From an optimization exercise on the open Yosys and OpenROAD flow, aimed at small area, a short achievable clock period and few clock cycles per item; shortcuts taken in it are not production practice. For this run, only the layout was checked, not whether the RTL still works. No activity file was given, so power comes from the tool's default toggle rates.

### flow/config.mk
export PLATFORM = sky130hd
export DESIGN_NAME = execCluster
export DESIGN_NICKNAME = execCluster
export VERILOG_FILES = /design/flow/design.v
export SDC_FILE = /design/flow/constraint.sdc
export NUM_CORES = 4
export LEC_CHECK = 0
export ABC_CLOCK_PERIOD_IN_PS = 2000
export CAP_MARGIN = 20
export CORE_MARGIN = 2
export CORE_UTILIZATION = 60
export PLACE_DENSITY = 0.7
export SETUP_SLACK_MARGIN = 3.0
export SLEW_MARGIN = 20
### flow/constraint.sdc
create_clock -name core_clock -period 6.5 [get_ports {clk}]
set_input_delay 1.3000 -clock core_clock [delete_from_list [all_inputs] [get_ports {clk}]]
set_output_delay 1.3000 -clock core_clock [all_outputs]
set_load 0.01 [all_outputs]
### flow/design.v
package isaPkg;
    localparam logic [5:0] OP_RTYPE = 6'h00;
    localparam logic [5:0] OP_BLTZ  = 6'h01;
    localparam logic [5:0] OP_J     = 6'h02;
    localparam logic [5:0] OP_JAL   = 6'h03;
    localparam logic [5:0] OP_BEQ   = 6'h04;
    localparam logic [5:0] OP_BNE   = 6'h05;
    localparam logic [5:0] OP_BLEZ  = 6'h06;
    localparam logic [5:0] OP_BGTZ  = 6'h07;
    localparam logic [5:0] OP_ADDI  = 6'h08;
    localparam logic [5:0] OP_ADDIU = 6'h09;
    localparam logic [5:0] OP_SLTI  = 6'h0a;
    localparam logic [5:0] OP_SLTIU = 6'h0b;
    localparam logic [5:0] OP_ANDI  = 6'h0c;
    localparam logic [5:0] OP_LUI   = 6'h0f;
    localparam logic [5:0] OP_LW    = 6'h23;
    localparam logic [5:0] OP_SW    = 6'h2b;
    localparam logic [5:0] FN_SLL  = 6'h00;
    localparam logic [5:0] FN_SRL  = 6'h02;
    localparam logic [5:0] FN_SRA  = 6'h03;
    localparam logic [5:0] FN_JR   = 6'h08;
    localparam logic [5:0] FN_JALR = 6'h09;
    localparam logic [5:0] FN_ADD  = 6'h20;
    localparam logic [5:0] FN_ADDU = 6'h21;
    localparam logic [5:0] FN_SUB  = 6'h22;
    localparam logic [5:0] FN_SUBU = 6'h23;
    localparam logic [5:0] FN_AND  = 6'h24;
    localparam logic [5:0] FN_OR   = 6'h25;
    localparam logic [5:0] FN_XOR  = 6'h26;
    localparam logic [5:0] FN_NOR  = 6'h27;
    localparam logic [5:0] FN_SLT  = 6'h2a;
    localparam logic [5:0] FN_SLTU = 6'h2b;
    localparam logic [2:0] PC_SEQ    = 3'b000;
    localparam logic [2:0] PC_BRANCH = 3'b001;
    localparam logic [2:0] PC_JUMP   = 3'b010;
    localparam logic [2:0] PC_REG    = 3'b011;
    localparam logic [2:0] PC_IRQ    = 3'b100;
    localparam logic [2:0] PC_EXC    = 3'b101;
    localparam logic [1:0] DST_RT    = 2'b00;
    localparam logic [1:0] DST_RD    = 2'b01;
    localparam logic [1:0] DST_LINK  = 2'b10;
    localparam logic [1:0] DST_TRAP  = 2'b11;
    localparam logic [1:0] WB_ALU    = 2'b00;
    localparam logic [1:0] WB_MEM    = 2'b01;
    localparam logic [1:0] WB_LINK   = 2'b10;
    localparam logic [1:0] WB_PC     = 2'b11;
    localparam logic [31:0] IRQ_VECTOR = 32'h8000_0004;
    localparam logic [31:0] EXC_VECTOR = 32'h8000_0008;
    localparam logic [4:0]  TRAP_REG   = 5'd26;
    localparam logic [4:0]  LINK_REG   = 5'd31;
    typedef enum logic [5:0] {
        ALU_ADD = 6'b000000, ALU_SUB = 6'b000001,
        ALU_AND = 6'b011000, ALU_OR  = 6'b011110,
        ALU_XOR = 6'b010110, ALU_NOR = 6'b010001,
        ALU_SLL = 6'b100000, ALU_SRL = 6'b100001,
        ALU_SRA = 6'b100011, ALU_LT  = 6'b110101,
        ALU_EQ  = 6'b110011, ALU_NE  = 6'b110001,
        ALU_LEZ = 6'b111101, ALU_GTZ = 6'b111111,
        ALU_LTZ = 6'b111011
    } aluFun_t;
    typedef struct packed {
        logic [5:0] opcode;
        logic [4:0] rs;
        logic [4:0] rt;
        logic [4:0] rd;
        logic [4:0] shamt;
        logic [5:0] funct;
    } rInstr_t;
    typedef struct packed {
        logic [5:0]  opcode;
        logic [4:0]  rs;
        logic [4:0]  rt;
        logic [15:0] imm16;
    } iInstr_t;
    typedef union packed {
        rInstr_t r;
        iInstr_t i;
    } instr_t;  
    typedef struct packed {
        logic [2:0] pcSrc;
        logic       sign;
        logic       regWrite;
        logic [1:0] regDst;
        logic       memRead;
        logic       memWrite;
        logic [1:0] memToReg;
        logic       aluSrc1;
        logic       aluSrc2;
        logic       extOp;
        logic       luOp;
        aluFun_t    aluFun;
    } ctrl_t;
endpackage
package pipePkg;
    localparam int NUM_LANES = 4;
    localparam int LANE_W    = (NUM_LANES > 1) ? $clog2(NUM_LANES) : 1;
    typedef struct packed {
        logic [31:0]    instr;      
        logic [31:0]    pc;
        logic [31:0]    rsVal;
        logic [31:0]    rtVal;
        logic           irq;
    } issue_t;
    typedef struct packed {
        logic        regWrite;
        logic [4:0]  wbReg;
        logic [31:0] wbVal;      
        logic        memRead;
        logic        memWrite;
        logic [31:0] memAddr;
        logic [31:0] storeData;
        logic [31:0] nextPc;
        logic        trap;
    } result_t;
    localparam int ISSUE_W  = 129;     
    localparam int RESULT_W = 137;     
    function automatic logic [LANE_W-1:0] nextLane(input logic [LANE_W-1:0] idx);
        nextLane = (idx == LANE_W'(NUM_LANES - 1)) ? '0 : idx + 1'b1;
    endfunction
endpackage
`timescale 1ns/1ns
module execCluster
(
    input  logic           clk,
    input  logic           rst,
    input  logic           inValid,
    output logic           inReady,
    input  logic [128:0]   inPkt,      
    output logic           outValid,
    input  logic           outReady,
    output logic [136:0]   outPkt      
);
    localparam int SLOT_W = 134;
    logic [SLOT_W-1:0] hd, s1, s2, inSlot;
    logic              vh, v1, v2;
    logic              take, acc;
    assign inReady = ~v2;
    assign acc     = inValid & ~v2;
    assign take    = vh & (~outValid | outReady);
    logic [5:0] inOp, inFn;
    logic       inIsR, inIsBr, inSub, inLui, inZx;
    assign inOp   = inPkt[128:123];
    assign inFn   = inPkt[102:97];
    assign inIsR  = (inOp == 6'h00);
    assign inIsBr = (inOp == 6'h01) | (inOp[5:2] == 4'b0001);
    assign inSub  = inIsR ? (inFn == 6'h22 || inFn == 6'h23 || inFn == 6'h2a || inFn == 6'h2b)
                          : (inOp == 6'h0a || inOp == 6'h0b);
    assign inLui  = (inOp == 6'h0f);
    assign inZx   = (inOp == 6'h0c);
    assign inSlot = {inIsR, inIsBr, inSub, inLui, inZx, inPkt};
    always_ff @(posedge clk) begin
        if (take | ~vh) hd <= v1 ? s1 : inSlot;
        if (take | ~v1) s1 <= v2 ? s2 : inSlot;
        if (take | ~v2) s2 <= inSlot;
    end
    always_ff @(posedge clk) begin
        if (rst) begin
            vh <= 1'b0;
            v1 <= 1'b0;
            v2 <= 1'b0;
        end else begin
            case ({take, acc})
                2'b10:   {vh, v1, v2} <= {v1, v2, 1'b0};
                2'b01:   {vh, v1, v2} <= {1'b1, vh, v1};
                default: ;
            endcase
        end
    end
    logic [31:0] ins, pc, rs, rt;
    logic        irq;
    logic        dIsR, dIsBr, dSub, dLui, dZx;
    logic [5:0]  op, fn;
    logic [15:0] imm;
    logic [4:0]  sh;
    assign {dIsR, dIsBr, dSub, dLui, dZx} = hd[133:129];
    assign ins = hd[128:97];
    assign pc  = hd[96:65];
    assign rs  = hd[64:33];
    assign rt  = hd[32:1];
    assign irq = hd[0];
    assign op  = ins[31:26];
    assign fn  = ins[5:0];
    assign imm = ins[15:0];
    assign sh  = ins[10:6];
    logic isJ, isJal, isSlti, isSltiu, isLw, isSw, legal, trap;
    logic fnAnd, fnOr, fnXor, fnNor, fnSll, fnSrl, fnSra, fnSlt, fnSltu, fnJr, fnJalr;
    assign isJ     = (op == 6'h02);
    assign isJal   = (op == 6'h03);
    assign isSlti  = (op == 6'h0a);
    assign isSltiu = (op == 6'h0b);
    assign isLw    = (op == 6'h23);
    assign isSw    = (op == 6'h2b);
    assign legal   = (op[5:4] == 2'b00 && op[3:0] != 4'hd && op[3:0] != 4'he) | isLw | isSw;
    assign trap    = irq | ~legal;
    assign fnAnd  = (fn == 6'h24);
    assign fnOr   = (fn == 6'h25);
    assign fnXor  = (fn == 6'h26);
    assign fnNor  = (fn == 6'h27);
    assign fnSll  = (fn == 6'h00);
    assign fnSrl  = (fn == 6'h02);
    assign fnSra  = (fn == 6'h03);
    assign fnSlt  = (fn == 6'h2a);
    assign fnSltu = (fn == 6'h2b);
    assign fnJr   = (fn == 6'h08);
    assign fnJalr = (fn == 6'h09);
    logic [31:0] sImm, opB, opA, opBx;
    logic [32:0] sum;
    logic        cin, ltS, ltU;
    assign sImm = {{16{imm[15]}}, imm};
    assign opB  = dIsR ? rt : dLui ? {imm, 16'd0} : dZx ? {16'd0, imm} : sImm;
    assign opA  = dIsBr ? {pc[31:2], 2'b11} : rs;
    assign opBx = dIsBr ? {sImm[29:0], 2'b00} : (opB ^ {32{dSub}});
    assign cin  = dSub | dIsBr;
    logic [32:0] g0, p0, g1, p1, g2, p2, g3, p3, g4, p4, g5, p5;
    assign g0 = {opA & opBx, cin};
    assign p0 = {opA ^ opBx, 1'b0};
    always_comb begin
        for (int i = 0; i < 33; i++) begin
            g1[i] = (i >= 1)  ? (g0[i] | (p0[i] & g0[i-1]))  : g0[i];
            p1[i] = (i >= 1)  ? (p0[i] & p0[i-1])            : p0[i];
        end
        for (int i = 0; i < 33; i++) begin
            g2[i] = (i >= 2)  ? (g1[i] | (p1[i] & g1[i-2]))  : g1[i];
            p2[i] = (i >= 2)  ? (p1[i] & p1[i-2])            : p1[i];
        end
        for (int i = 0; i < 33; i++) begin
            g3[i] = (i >= 4)  ? (g2[i] | (p2[i] & g2[i-4]))  : g2[i];
            p3[i] = (i >= 4)  ? (p2[i] & p2[i-4])            : p2[i];
        end
        for (int i = 0; i < 33; i++) begin
            g4[i] = (i >= 8)  ? (g3[i] | (p3[i] & g3[i-8]))  : g3[i];
            p4[i] = (i >= 8)  ? (p3[i] & p3[i-8])            : p3[i];
        end
        for (int i = 0; i < 33; i++) begin
            g5[i] = (i >= 16) ? (g4[i] | (p4[i] & g4[i-16])) : g4[i];
            p5[i] = (i >= 16) ? (p4[i] & p4[i-16])           : p4[i];
        end
    end
    assign sum[31:0] = p0[32:1] ^ g5[31:0];     
    assign sum[32]   = g5[32] | (p5[32] & g5[0]);     
    assign ltU = ~sum[32];
    assign ltS = (rs[31] ^ opB[31]) ? rs[31] : sum[31];
    logic [31:0] pc4;
    assign pc4 = {pc[31:2] + 30'd1, pc[1:0]};
    logic eq, rsZero, taken;
    assign eq     = (rs == rt);
    assign rsZero = (rs == 32'd0);
    always_comb begin
        case (op[2:0])
            3'b100:  taken = eq;                  
            3'b101:  taken = ~eq;                 
            3'b110:  taken = rs[31] | rsZero;     
            3'b111:  taken = ~rs[31] & ~rsZero;   
            default: taken = rs[31];              
        endcase
    end
    logic [31:0] shIn, shMid, shOut;
    logic        shFill;
    always_comb begin
        for (int i = 0; i < 32; i++) shIn[i] = fnSll ? rt[31-i] : rt[i];
    end
    assign shFill = fnSra & rt[31];
    assign shMid  = 32'($signed({shFill, shIn}) >>> sh);
    always_comb begin
        for (int i = 0; i < 32; i++) shOut[i] = fnSll ? shMid[31-i] : shMid[i];
    end
    logic [31:0] logicY;
    always_comb begin
        if (!dIsR || fnAnd) logicY = rs & opB;
        else if (fnOr)      logicY = rs | rt;
        else if (fnXor)     logicY = rs ^ rt;
        else                logicY = ~(rs | rt);
    end
    logic selSum, selLog, selSh, selLtS, selLtU, selTk;
    always_comb begin
        selSum = 1'b0; selLog = 1'b0; selSh = 1'b0; selLtS = 1'b0; selLtU = 1'b0; selTk = 1'b0;
        if (dIsR) begin
            if (fnAnd | fnOr | fnXor | fnNor)  selLog = 1'b1;
            else if (fnSll | fnSrl | fnSra)    selSh  = 1'b1;
            else if (fnSlt)                    selLtS = 1'b1;
            else if (fnSltu)                   selLtU = 1'b1;
            else                               selSum = 1'b1;
        end else if (dIsBr)                    selTk  = 1'b1;
        else if (dZx)                          selLog = 1'b1;
        else if (isSlti)                       selLtS = 1'b1;
        else if (isSltiu)                      selLtU = 1'b1;
        else                                   selSum = 1'b1;
    end
    logic [31:0] alu;
    always_comb begin
        alu    = ({32{selSum}} & sum[31:0]) | ({32{selLog}} & logicY) | ({32{selSh}} & shOut);
        alu[0] = alu[0] | (selLtS & ltS) | (selLtU & ltU) | (selTk & taken);
    end
    logic [31:0] nextPc, jumpPc, brPc;
    assign jumpPc = {pc4[31:28], ins[25:0], 2'b00};
    assign brPc   = {sum[31:2], pc[1:0]};
    always_comb begin
        if (irq)                             nextPc = 32'h8000_0004;
        else if (!legal)                     nextPc = 32'h8000_0008;
        else if (dIsR && (fnJr | fnJalr))    nextPc = rs;
        else if (dIsBr && taken)             nextPc = brPc;
        else if (isJ | isJal)                nextPc = jumpPc;
        else                                 nextPc = pc4;
    end
    logic        regWrite, wbAlu;
    logic [4:0]  wbReg;
    logic [31:0] wbOther, wbVal;
    always_comb begin
        regWrite = 1'b1;
        wbReg    = ins[20:16];
        wbAlu    = 1'b1;
        wbOther  = pc4;
        if (irq) begin
            wbReg   = 5'd26;
            wbAlu   = 1'b0;
            wbOther = pc;
        end else if (!legal) begin
            wbReg   = 5'd26;
            wbAlu   = 1'b0;
        end else if (dIsR) begin
            wbReg    = ins[15:11];
            regWrite = ~fnJr;
            wbAlu    = ~fnJalr;
        end else if (dIsBr | isJ | isSw) begin
            regWrite = 1'b0;
        end else if (isJal) begin
            wbReg = 5'd31;
            wbAlu = 1'b0;
        end else if (isLw) begin
            wbAlu   = 1'b0;
            wbOther = 32'd0;
        end
    end
    assign wbVal = wbAlu ? alu : wbOther;
    always_ff @(posedge clk) begin
        if (rst) begin
            outValid <= 1'b0;
        end else if (~outValid | outReady) begin
            outValid <= vh;
        end
    end
    always_ff @(posedge clk) begin
        if (take) begin
            outPkt <= {regWrite, wbReg, wbVal, isLw, isSw, alu, rt, nextPc, trap};
        end
    end
endmodule
### flow/flow/run.sh
#!/bin/bash
# The standard ORFS layout, with the smallest buffer as the port buffer
# cell (every input and output port still gets its own buffer).
set -euo pipefail
bash standard.sh "BUFFER_PORTS_ARGS=-buffer_cell sky130_fd_sc_hd__buf_1" finish > standard_flow.log 2>&1
### flow/standard.sh
#!/bin/bash
# synth_recipe.tcl (not shown) runs the flow's synth.tcl, then flattens the netlist and writes it again
# the make line also repeats each setting of config.mk as NAME=value (left out here)
make -C /OpenROAD-flow-scripts/flow DESIGN_CONFIG=/design/flow/config.mk WORK_HOME=/design/flow/orfs CLKGATE_MAP_FILE= SYNTH_SCRIPT=/design/flow/synth_recipe.tcl "${@:-finish}"
==> run notes <==
## final cells by class
class	count	area (um2)
flip-flops and latches	543	16300
inverters	94	378
clock inverters	33	280
well taps	672	841
repair buffers	530	3320
fillers	3079	12600
multi-input cells	1762	15000
diodes	5	12.5
clock buffers	63	1390
## cell usage after synthesis, types with 31 or more instances
cell type and n:
clkbuf_1 148, a211oi_1 31, nor2_1 149, a21oi_1 124
mux2_2 268, a22oi_1 32, nand3_1 52, xnor2_1 52
xor2_1 40, inv_1 90, ha_1 67, mux2i_1 46
mux4_2 42, edfxtp_1 539, nand2_1 218, o21ai_0 190
a21o_1 32
## sequential cells by signal, summed over array words and instances, names as in the netlist
name,count
outValid,1
vh,1
v2,1
outPkt,137
s1,134
v1,1
s2,134
hd,134
## repair_timing
item / in CTS / in global routing
endpoints found under the setup margin: 97 / 95
setup buffers: 150 / 53
cloned: 4 / 2
pin swaps: 140 / 59
resized for setup: 321 / 96
## per-layer routing
metal / up-vias / wire length [um] / share of wire
met5: - / 13 / 0.00010
met4: 2 / 9610 / 0.075
met3: 631 / 17900 / 0.14
met2: 2588 / 55900 / 0.44
met1: 13000 / 44200 / 0.35
li1: 10700 / - / -
## through the flow
step / power, mW / instance area [um2] / cells / hold slack, ps / util
2_1_floorplan: 5.53 / 30700 / 2576 / 464 / -
3_3_place_gp: 6.29 / 32200 / 3391 / 503 / 0.642
3_5_place_dp: 6.33 / 32200 / 3391 / 520 / 0.642
4_1_cts: 9.80 / 36500 / 3641 / 547 / 0.728
5_1_grt: 10.4 / 37500 / 3698 / 560 / 0.748
6_report: 10.2 / 37500 / 3702 / 546 / 0.748
## critical path, cell delays in order (launching register included)
cell and delay (ps):
edfxtp_1 820, nor2b_1 210, o22ai_1 280, xnor2_1 150, o21ai_0 100, ha_1 480, a21o_1 220, a21o_1 190
a21oi_2 290, nor2_1 80, a21oi_1 250, o311ai_4 160, xnor2_1 280, o21ai_1 120, o21a_1 190
## worst paths after layout
check                from     endpoint  depth (start not counted)
setup / recovery  hd[104]  outPkt[129]                         14
hold / removal    s1[126]      hd[126]                          1
setup reg to reg  hd[104]  outPkt[129]                         14
hold reg to reg   s1[126]      hd[126]                          1
## logic make-up (layout without fill, tap and decap cells)
logic type,count (synthesis),count (layout)
compound gates,659,660
simple gates,583,585
flops,543,543
mux,357,357
buf+inv,274,720
xor+xnor,92,92
fa+ha+maj,68,68
other cells,0,5
## report_power, final
group / internal [mW] / switching (mW)
Combinational: 1.13 / 1.65
Clock: 1.65 / 1.40
Sequential: 4.15 / 0.222
==> impl_metrics.tcl <==
set metrics [dict create \
    status "finished clean" \
    synth.distinct_cells 85 \
    synth_compound_area_frac 0.140 \
    ys_warn_count 1 \
    yosys_most_used_dff "edfxtp_1" \
    synthesis.area_mm2 0.0305 \
    yosys.area.top_type "edfxtp_1" \
    gr-usage-all-layers 0.476 \
    syn_avg_cell_area_um2 11.8 \
    critPathLaunchType "flip-flop" \
    layout_commonest_cell "edfxtp_1" \
    fin_skew_ps 42.8 \
    grt_use_met3 0.146 \
    dpl_worst_slack_ps 1430 \
    required_ps 6870 \
    vias_per_cell 7.27 \
    fin_crit_ps 4090 \
    muxShareOfSynthArea 0.146 \
    cts_hold_buf 0 \
    cts_buffer_depth 3 \
    synth_top_area_share 0.531 \
    max_cap_viol_count 0 \
    layout_setup_ws_ps 2410 \
    yosysSeqAreaShare 0.534 \
    rrSetupSlack_ps 2410 \
    grt_max_degree 138 \
    clock_latency_ps 650 \
    drtIter0Drc 4479 \
    vias 26900 \
    synthTopCellsByArea "edfxtp_1 53%, mux2_2 9.9%, o21ai_0 3.1%, mux4_2 3.1%, ha_1 2.8%" \
    syn-num-nets 2777 \
    gp_congestion 1.07 \
    start_util 0.607 \
    cp_max_fo 10 \
    cts_tree "done" \
    worstMarginPinSlew_ps 1090 \
    arrival_ps 4460 \
    setup_tns_ps 0 \
    drive_above_1_share 0.314 \
    setup_violations 0 \
    drc 0 \
    die_area_mm2 0.0526 \
    grt_pass1_vias 26000 \
    grt-busiest-layer "met2" \
    die_x_um 229 \
    crit_type "flip-flop to flip-flop" \
    hold_path.class "flip-flop to flip-flop" \
    final_hold_viol_count 0 \
    dp_hpwl_mm 84.1 \
    grt_pass1_wl_mm 181 \
    end_kind "flip-flop" \
    htreeDepth 2 \
    synth_top_family_by_area "multiplexers" \
    wl_per_cell_um 34.5 \
    area_delta_synth_final_pct 23.2 \
    drt-total-wl_mm 128 \
    timing.final.crit_share 0.629 \
    core_mm2 0.0502 \
    numCtsBuffers 54 \
    drv_slew 0 \
    synth_xor_area_frac 0.0265 \
    async_flop_share 0 \
    ys_ff_latch 543 \
    ir_worst_vdd_uv 408 \
    leakage_nw 13.5 \
    cts.sinks 543 \
    final_antenna_net_count 0 \
    portBuffers 271 \
    nNetsFinal 3186 \
    drt_first_pass_iters 9 \
    clkSlewWorstSetupHoldPaths_ps 70 \
    final_cell_mix "539 x edfxtp_1, 271 x buf_1, 267 x mux2_2" \
    grtUsageMet1 0.614 \
    grt_remaining_overflow 0 \
    synthAdderAreaFrac 0.0282 \
    fmax_mhz 245 \
    antenna_found_initial 4 \
    die_h_um 229 \
    grtUsageMet2 0.719 \
    relSlewSlack 0.275 \
    ctsRootBufferMaster "clkbuf_16" \
    p_per_area_mw_per_mm2 272 \
    synth_cells 2576 \
    io_pins 272 \
    num_rows 82 \
    yosys.area_share.simple 0.0891 \
    rsz0062_at_grt "true" \
    synth_edf_count 539 \
]

## re-timing with driven ports
Ports are ideal in the flow. The routed layout listed here was re-timed in OpenROAD.
Step 1 (the two cells are an assumption about what drives the block):
set clk [get_ports {clk}]
set_driving_cell -lib_cell sky130_fd_sc_hd__clkbuf_16 $clk
set_driving_cell -lib_cell sky130_fd_sc_hd__buf_2 [delete_from_list [all_inputs] $clk]
Step 2 also shifts input and output timing later by t, the mid clock arrival at the registers, as if the neighbouring blocks saw the same clock.
a / b / c = no drivers / after step 1 / after step 2; a / b = the first two.
t, ns: 0.695
setup slack, ns: 2.411 / 2.411 / 2.411
hold slack, ns: 0.546 / 0.546 / 0.546
clock arrival spread, ns: 0.044 / 0.043
worst register clock-pin slew, ns: 0.07 / 0.07
After both steps setup and hold are still met in this run. The setup slack of this run moves by 0.000 ns with the drivers and by 0.000 ns with both steps.
